Source: an optimization exercise on an open RTL-to-GDS flow (aim: small area, a short achievable clock period and few clock cycles per item). Production flows keep margins and buffers that such runs may drop. No activity file was given, so power comes from the tool's default toggle rates.

== job 7147 ==
==> flow/design.v <==
`default_nettype none
package spq_pkg;
   localparam int CAPACITY  = 16;
   localparam int TAG_WIDTH = 16;
   localparam int TAG_IN_W    = 16;
   localparam int PRIO_W      = 32;
   localparam int STATUS_W    = 2;
   localparam int COUNT_OUT_W = 5;
   localparam int STORED_TAG_W = (TAG_WIDTH < TAG_IN_W) ? TAG_WIDTH : TAG_IN_W;
   localparam int ADDR_W = $clog2(CAPACITY);
   localparam int CNT_W  = $clog2(CAPACITY + 1);
   localparam logic [CNT_W-1:0] CAP_CNT = CNT_W'(CAPACITY);
   localparam logic ACT_ENQ = 1'b0;
   localparam logic ACT_DEQ = 1'b1;
   localparam logic [STATUS_W-1:0] STATUS_OK    = 2'd0;
   localparam logic [STATUS_W-1:0] STATUS_EMPTY = 2'd1;
   localparam logic [STATUS_W-1:0] STATUS_FULL  = 2'd2;
endpackage
`default_nettype wire
`default_nettype none
import spq_pkg::*;
module sorted_priority_queue_unit (
   input  wire logic                   clock,
   input  wire logic                   reset,
   input  wire logic                   req_valid,
   output wire logic                   req_ready,
   input  wire logic                   req_action,
   input  wire logic [15:0]            req_item_tag,
   input  wire logic [31:0]            req_priority,
   output wire logic                   rsp_valid,
   input  wire logic                   rsp_ready,
   output wire logic [15:0]            rsp_out_tag,
   output wire logic [31:0]            rsp_out_priority,
   output wire logic                   rsp_out_valid,
   output wire logic [1:0]             rsp_status,
   output wire logic [4:0]             rsp_entry_count
);
   localparam int N = CAPACITY;
   logic                    z_valid;
   logic                    z_act;
   logic [STORED_TAG_W-1:0] z_tag;
   logic [PRIO_W-1:0]       z_prio;
   logic                    a_valid;
   logic                    a_act;
   logic [STORED_TAG_W-1:0] a_tag;
   logic [PRIO_W-1:0]       a_prio;
   logic                    b_valid;
   logic                    b_enq_ok;
   logic                    b_deq_ok;
   logic [STATUS_W-1:0]     b_status;
   logic [STORED_TAG_W-1:0] b_tag;
   logic [PRIO_W-1:0]       b_prio;
   logic [N-1:0]            b_ge;
   logic [CNT_W-1:0]        cnt;
   logic [PRIO_W-1:0]       s_prio [N];
   logic [STORED_TAG_W-1:0] s_tag  [N];
   logic apply, move, take, b_free, a_free;
   logic [N-1:0] sel_hold, sel_new, sel_left, sel_right;
   logic [N-1:0] cmp, ge;
   logic cmp_x, a_enq_ok, a_deq_ok, a_full, a_empty;
   logic [STATUS_W-1:0] a_status;
   logic [CNT_W-1:0] a_cnt;
   assign req_ready = !z_valid;
   assign take      = req_valid && !z_valid;
   assign b_free    = !b_valid || rsp_ready;
   assign apply     = b_valid && rsp_ready;
   assign move      = a_valid && b_free;
   assign a_free    = !a_valid || b_free;
   always_comb begin
      for (int i = 0; i < N; i++) begin
         sel_right[i] = apply && b_deq_ok;
         sel_new[i]   = apply && b_enq_ok && !b_ge[i] && (i == 0 || b_ge[(i + N - 1) % N]);
         sel_left[i]  = apply && b_enq_ok && !b_ge[i] && (i != 0 && !b_ge[(i + N - 1) % N]);
         sel_hold[i]  = !(sel_right[i] || sel_new[i] || sel_left[i]);
      end
   end
   always_comb begin
      for (int i = 0; i < N; i++) begin
         cmp[i] = s_prio[i] >= a_prio;
      end
      cmp_x = b_prio >= a_prio;
      for (int i = 0; i < N; i++) begin
         ge[i] = ((sel_hold[i] && cmp[i])
                  || (sel_new[i] && cmp_x)
                  || (sel_left[i] && i > 0 && cmp[(i + N - 1) % N])
                  || (sel_right[i] && i < N - 1 && cmp[(i + 1) % N]))
                 && CNT_W'(i) < cnt;
      end
      a_full   = cnt == CAP_CNT;
      a_empty  = cnt == '0;
      a_enq_ok = a_act == ACT_ENQ && !a_full;
      a_deq_ok = a_act == ACT_DEQ && !a_empty;
      a_status = (a_act == ACT_ENQ && a_full) ? STATUS_FULL :
                 ((a_act == ACT_DEQ && a_empty) ? STATUS_EMPTY : STATUS_OK);
      a_cnt    = a_enq_ok ? cnt + CNT_W'(1) : (a_deq_ok ? cnt - CNT_W'(1) : cnt);
   end
   always_ff @(posedge clock) begin
      for (int i = 0; i < N; i++) begin
         s_prio[i] <= ({PRIO_W{sel_hold[i]}} & s_prio[i])
                    | ({PRIO_W{sel_new[i]}}  & b_prio)
                    | ({PRIO_W{sel_left[i]}} & s_prio[(i + N - 1) % N])
                    | ({PRIO_W{sel_right[i] && i < N - 1}} & s_prio[(i + 1) % N]);
         s_tag[i]  <= ({STORED_TAG_W{sel_hold[i]}} & s_tag[i])
                    | ({STORED_TAG_W{sel_new[i]}}  & b_tag)
                    | ({STORED_TAG_W{sel_left[i]}} & s_tag[(i + N - 1) % N])
                    | ({STORED_TAG_W{sel_right[i] && i < N - 1}} & s_tag[(i + 1) % N]);
      end
   end
   always_ff @(posedge clock) begin
      if (reset) begin
         z_valid <= 1'b0;
         a_valid <= 1'b0;
         b_valid <= 1'b0;
         cnt     <= '0;
      end else begin
         if (z_valid) begin
            if (a_free) z_valid <= 1'b0;
         end else if (take && !a_free) begin
            z_valid <= 1'b1;
         end
         if (z_valid || take) begin
            if (a_free) a_valid <= 1'b1;
         end else if (move) begin
            a_valid <= 1'b0;
         end
         if (move) b_valid <= 1'b1;
         else if (apply) b_valid <= 1'b0;
         if (move) cnt <= a_cnt;
      end
      if (take && !a_free) begin
         z_act  <= req_action;
         z_tag  <= req_item_tag[STORED_TAG_W-1:0];
         z_prio <= req_priority;
      end
      if (a_free) begin
         if (z_valid) begin
            a_act  <= z_act;
            a_tag  <= z_tag;
            a_prio <= z_prio;
         end else begin
            a_act  <= req_action;
            a_tag  <= req_item_tag[STORED_TAG_W-1:0];
            a_prio <= req_priority;
         end
      end
      if (move) begin
         b_enq_ok <= a_enq_ok;
         b_deq_ok <= a_deq_ok;
         b_status <= a_status;
         b_tag    <= a_tag;
         b_prio   <= a_prio;
         b_ge     <= ge;
      end
   end
   assign rsp_valid        = b_valid;
   assign rsp_out_tag      = b_deq_ok ? TAG_IN_W'(s_tag[0]) : '0;
   assign rsp_out_priority = b_deq_ok ? s_prio[0] : '0;
   assign rsp_out_valid    = b_deq_ok;
   assign rsp_status       = b_status;
   assign rsp_entry_count  = COUNT_OUT_W'(cnt);
endmodule
`default_nettype wire
clock: 5.5 ns
lec_check: 0
abc_clock_period_in_ps: 2300
cap_margin: 20
core_margin: 2
core_utilization: 40
setup_slack_margin: 3.2
slew_margin: 20
run.sh (not shown) runs the stock make flow with config.mk's settings and CLKGATE_MAP_FILE= SYNTH_SCRIPT=/design/flow/synth_recipe.tcl, a recipe that flattens the netlist after the stock synthesis.
Job 7147 did not stop at any stage, and its layout met the timing, design-rule and antenna checks.
The inputs of job 6092 differ from those of job 7147 as listed below.
# job 7147
export LEC_CHECK = 0
export ABC_CLOCK_PERIOD_IN_PS = 2300
export CAP_MARGIN = 20
export CORE_MARGIN = 2
export CORE_UTILIZATION = 40
export SETUP_SLACK_MARGIN = 3.2
export SLEW_MARGIN = 20
create_clock -name core_clock -period 5.5 [get_ports {clock}]
# job 6092
export LEC_CHECK = 0
export CAP_MARGIN = 20
export CORE_MARGIN = 2
export CORE_UTILIZATION = 65
export SETUP_SLACK_MARGIN = 1.5
export SLEW_MARGIN = 20
create_clock -name core_clock -period 5.5 [get_ports {clock}]
==> comparison <==
Changes observed in job 6092 relative to job 7147: worst setup slack after layout fell by 0.61 ns; post-CTS setup buffer count fell by 182; effective utilization at floorplan rose by 25 points; number of cells on the worst reg-to-reg path rose by 3. Relative to job 7147, job 6092 degrades clock skew. In the reports for job 6092 and job 7147, the smaller delay of the slowest cell on the worst path belongs to job 6092. Post-route fraction of the period consumed by the critical path in job 6092 is 11 points above job 7147. The half-perimeter wire length after detailed placement in job 6092 was lower than what job 7147 gave. When the final numbers for job 6092 and job 7147 were put side by side, the clock latency of the later-clocked register in the worst-skew pair turned out to be greater in job 7147. Detailed route, job 6092 vs job 7147: via total lower for job 6092. Lower total power among job 6092 and job 7147: job 6092.
Edits applied to the flow inputs when going from job 6092 to job 2930:
# job 6092
export LEC_CHECK = 0
export CAP_MARGIN = 20
export CORE_MARGIN = 2
export CORE_UTILIZATION = 65
export SETUP_SLACK_MARGIN = 1.5
export SLEW_MARGIN = 20
create_clock -name core_clock -period 5.5 [get_ports {clock}]
# job 2930
export LEC_CHECK = 0
export CAP_MARGIN = 20
export CORE_MARGIN = 2
export CORE_UTILIZATION = 40
export SETUP_SLACK_MARGIN = 3.2
export SLEW_MARGIN = 20
create_clock -name core_clock -period 5.5 [get_ports {clock}]
Wire length was higher in the run labelled job 2930.
Number of instances resized during post-cts repair (lower): job 6092
Against job 6092, job 2930 comes in 47 MHz higher on timing-limited maximum frequency.
Of job 6092 and job 2930, the higher worst path required time belongs to job 2930.
As far as worst hold slack is concerned, job 6092 and job 2930 perform about the same.
Between job 6092 and job 2930, the final cell count is higher for job 2930.
The portion of the clock cycle consumed by the worst path in the final layout reported for job 2930 is smaller than that of job 6092 by 11 points.
Sort job 6092 and job 2930 by antenna diode count desc -> top: job 2930
No functional check of the RTL was part of any run of this note.

-- afterwards: timing with drivers on the ports --
Ports are ideal in the flow. The routed layouts listed here were re-timed in OpenROAD.
Step 1 sets driving cells, clkbuf_16 on the clock port and buf_2 on the other inputs (assumed; they add their load-dependent delay and slew).
Step 2 moves the port delays by t, midway between the first and last clock arrival at a register: inputs arrive t later, outputs are due t later. That takes back most of the time a late clock gives input paths.
Slacks: ideal / step 1 / step 2; pairs: ideal / step 1.
run | shift t [ns] | slack for setup (ns) | worst hold slack (ns)
job 7147 | 0.782 | 2.208 / 2.208 / 2.203 | 0.415 / 0.415 / 0.415
job 6092 | 0.748 | 1.602 / 1.602 / 1.306 | 0.417 / 0.417 / 0.417
job 2930 | 0.782 | 2.208 / 2.208 / 2.203 | 0.415 / 0.415 / 0.415
After both steps every run listed still meets setup and hold. For job 6092, which loses most, drivers alone change the setup slack by 0.000 ns; drivers and shift together by -0.296 ns.
